Background: an optimization exercise with open tools, aiming at small area and a short achievable clock period. Do not read the settings as production practice.
Function was checked by simulation only, so behaviour that the tests miss may differ from the original.
Power figures rest on the tool's default switching activity, not on a simulated workload.

job 8664:
==> flow/design.v <==
module cam_pixel_packer #(
  parameter logic [31:0] BASE_ADDR   = 32'h0000_1000,
  parameter int          FRAME_BYTES = 4096,
  parameter int          BURST_LEN   = 16,
  parameter int          FIFO_DEPTH  = 64
) (
  input  logic        ACLK,
  input  logic        ARESET,
  input  logic        pix_valid,
  input  logic [7:0]  pix_data,
  input  logic        pix_sof,
  output logic        req_valid,
  input  logic        req_ready,
  output logic [31:0] req_addr,
  output logic [7:0]  req_len,
  output logic        dat_valid,
  input  logic        dat_ready,
  output logic [31:0] dat_data,
  output logic        dat_last,
  output logic        overflow,
  output logic        sync_err,
  output logic        frame_done
);
  logic [1:0]  phase_q;
  logic [23:0] part_q;
  logic [9:0]  fwords_q;
  logic [6:0]  count_q;
  logic [5:0]  wr_ptr_q;
  logic [63:0] we_q;         
  logic [7:0]  wbyte_q;
  logic [63:0] rsel_q;       
  logic [1:0]  blk_q;        
  logic [3:0]  bhi_q;        
  logic [31:0] head_q;
  logic        last_q;
  logic        dv_idle_q;    
  logic        req_valid_q, dat_valid_q, overflow_q, sync_err_q, frame_done_q;
  logic [31:0] mem_q [64];
  logic pv_sof, pv_dat, push, pop, full, drop, push_ok, sof_err, enter, last_pop, advance;
  logic [31:0] rd_word;
  assign pv_sof   = pix_valid & pix_sof;
  assign pv_dat   = pix_valid & ~pix_sof;
  assign push     = pv_dat & (phase_q == 2'd3);
  assign pop      = dat_valid_q & dat_ready;
  assign full     = count_q[6];
  assign drop     = push & full & ~pop;
  assign push_ok  = push & ~drop;
  assign sof_err  = pv_sof & ((phase_q != 2'd0) | (fwords_q != 10'd0));
  assign enter    = req_valid_q & req_ready;
  assign last_pop = pop & last_q;
  assign advance  = enter | (pop & ~last_q);
  always_ff @(posedge ACLK) begin
    for (int i = 0; i < 64; i++)
      if (we_q[i]) mem_q[i] <= {wbyte_q, part_q};
  end
  always_comb begin
    rd_word = '0;
    for (int i = 0; i < 64; i++)
      rd_word = rd_word | (mem_q[i] & {32{rsel_q[i]}});
  end
  always_ff @(posedge ACLK) begin
    head_q <= (head_q  & {32{dat_valid_q & ~dat_ready}})
            | (rd_word & {32{dv_idle_q   |  dat_ready}});
    if (pix_valid && (pix_sof || phase_q == 2'd0)) part_q[7:0] <= pix_data;
    if (pv_dat && phase_q == 2'd1) part_q[15:8]  <= pix_data;
    if (pv_dat && phase_q == 2'd2) part_q[23:16] <= pix_data;
    if (push) wbyte_q <= pix_data;
    for (int i = 0; i < 64; i++) we_q[i] <= push_ok && (wr_ptr_q == 6'(i));
  end
  always_ff @(posedge ACLK or posedge ARESET) begin
    if (ARESET) begin
      phase_q      <= 2'd0;
      fwords_q     <= '0;
      count_q      <= '0;
      wr_ptr_q     <= '0;
      rsel_q       <= 64'd1;
      blk_q        <= 2'd0;
      bhi_q        <= '0;
      last_q       <= 1'b0;
      req_valid_q  <= 1'b0;
      dat_valid_q  <= 1'b0;
      dv_idle_q    <= 1'b1;
      overflow_q   <= 1'b0;
      sync_err_q   <= 1'b0;
      frame_done_q <= 1'b0;
    end else begin
      if (pv_sof) begin
        phase_q  <= 2'd1;
        fwords_q <= '0;
      end else if (pix_valid) begin
        phase_q  <= phase_q + 2'd1;
        if (push) fwords_q <= fwords_q + 10'd1;
      end
      if (push_ok && !pop)      count_q <= count_q + 7'd1;
      else if (!push_ok && pop) count_q <= count_q - 7'd1;
      if (push_ok) wr_ptr_q <= wr_ptr_q + 6'd1;
      if (drop)    overflow_q <= 1'b1;
      if (sof_err) sync_err_q <= 1'b1;
      frame_done_q <= last_pop & (blk_q == 2'd0) & (bhi_q == 4'hF);
      if (advance) begin
        rsel_q <= {rsel_q[62:0], rsel_q[63]};
        if (rsel_q[15] || rsel_q[31] || rsel_q[47] || rsel_q[63]) blk_q <= blk_q + 2'd1;
      end
      if (last_pop && blk_q == 2'd0) bhi_q <= bhi_q + 4'd1;
      if (enter) last_q <= 1'b0;
      else if (pop) last_q <= rsel_q[15] | rsel_q[31] | rsel_q[47] | rsel_q[63];
      if (!req_valid_q && !dat_valid_q && count_q[6:4] != 3'd0) req_valid_q <= 1'b1;
      else if (enter) req_valid_q <= 1'b0;
      if (enter) begin
        dat_valid_q <= 1'b1;
        dv_idle_q   <= 1'b0;
      end else if (last_pop) begin
        dat_valid_q <= 1'b0;
        dv_idle_q   <= 1'b1;
      end
    end
  end
  assign req_valid  = req_valid_q;
  assign req_addr   = BASE_ADDR + {20'd0, bhi_q, blk_q, 6'd0};
  assign req_len    = 8'(BURST_LEN - 1);
  assign dat_valid  = dat_valid_q;
  assign dat_data   = head_q;
  assign dat_last   = last_q;
  assign overflow   = overflow_q;
  assign sync_err   = sync_err_q;
  assign frame_done = frame_done_q;
endmodule
clock: 5.5 ns
lec_check: 0
abc_clock_period_in_ps: 2500
cap_margin: 20
core_margin: 2
core_utilization: 55
cts_buf_list: sky130_fd_sc_hd__clkbuf_16
cts_cluster_diameter: 90
cts_cluster_size: 28
setup_slack_margin: 3.4
slew_margin: 20
run.sh (not shown) runs the stock make flow with config.mk's settings and CLKGATE_MAP_FILE= SYNTH_SCRIPT=/design/flow/synth_recipe.tcl, a recipe that flattens the netlist after the stock synthesis.
### job 8664 -> job 4857
Settings: SETUP_SLACK_MARGIN: 3.4 -> 3.0.
Final wirelength in job 4857 vs job 8664: down 5.8%. Delta (job 4857 minus job 8664): number of standard cells in the layout, taps in and fillers out down 260, via total after detailed routing down 2126. Job 4857 -> job 8664: power after layout flat. Looking at the reports, job 8664 completed the entire flow and the layout it produced met the timing, DRC and antenna checks. The flow did not stop early for job 4857: all stages ran, and the layout cleared the timing, DRC and antenna checks.
The following lists how job 3277 was set up differently from job 4857:
Settings: CTS_CLUSTER_SIZE now 24, was 28; CTS_CLUSTER_DIAMETER now 80, was 90.
--- outcome ---
- | core utilization | job 3277 vs job 4857 | 0.43 points higher |
- Job 3277 ended with more data arrival time of the worst path than job 4857.
- Between job 3277 and job 4857, the difference in post-route fraction of the period consumed by the critical path is negligible.
- Relative to job 4857, the via count measured on job 3277 has increased slightly.
- Per the final summary, job 3277 finished and its layout is clean on timing, DRC and antenna.
- Job 4857 ended with every stage complete and zero timing, DRC or antenna violations.

[afterwards: timing with drivers on the ports]
How much do the figures lean on ideal ports? The routed layouts below were timed once more, with nothing changed but the port constraints.
Step 1 (the two cells are an assumption about what drives the block):
set clk [get_ports {ACLK}]
set_driving_cell -lib_cell sky130_fd_sc_hd__clkbuf_16 $clk
set_driving_cell -lib_cell sky130_fd_sc_hd__buf_2 [delete_from_list [all_inputs] $clk]
Step 2 also shifts input and output timing later by t, the mid clock arrival at the registers, as if the neighbouring blocks saw the same clock.
Slacks: ideal / step 1 / step 2; pairs: ideal / step 1.
run	t (ns)	setup WS [ns]	worst setup path at the end	slew at the worst register clock pin (ns)
job 8664	0.843	3.072 / 2.989 / 2.319	input to register	0.12 / 0.12
job 4857	0.835	2.945 / 2.912 / 2.307	input to register	0.11 / 0.11
job 3277	0.845	2.946 / 2.946 / 2.297	input to register	0.10 / 0.10
After both steps setup and hold are still met in every run listed. The setup slack of job 8664, which loses most, moves by -0.083 ns with the drivers and by -0.753 ns with both steps.
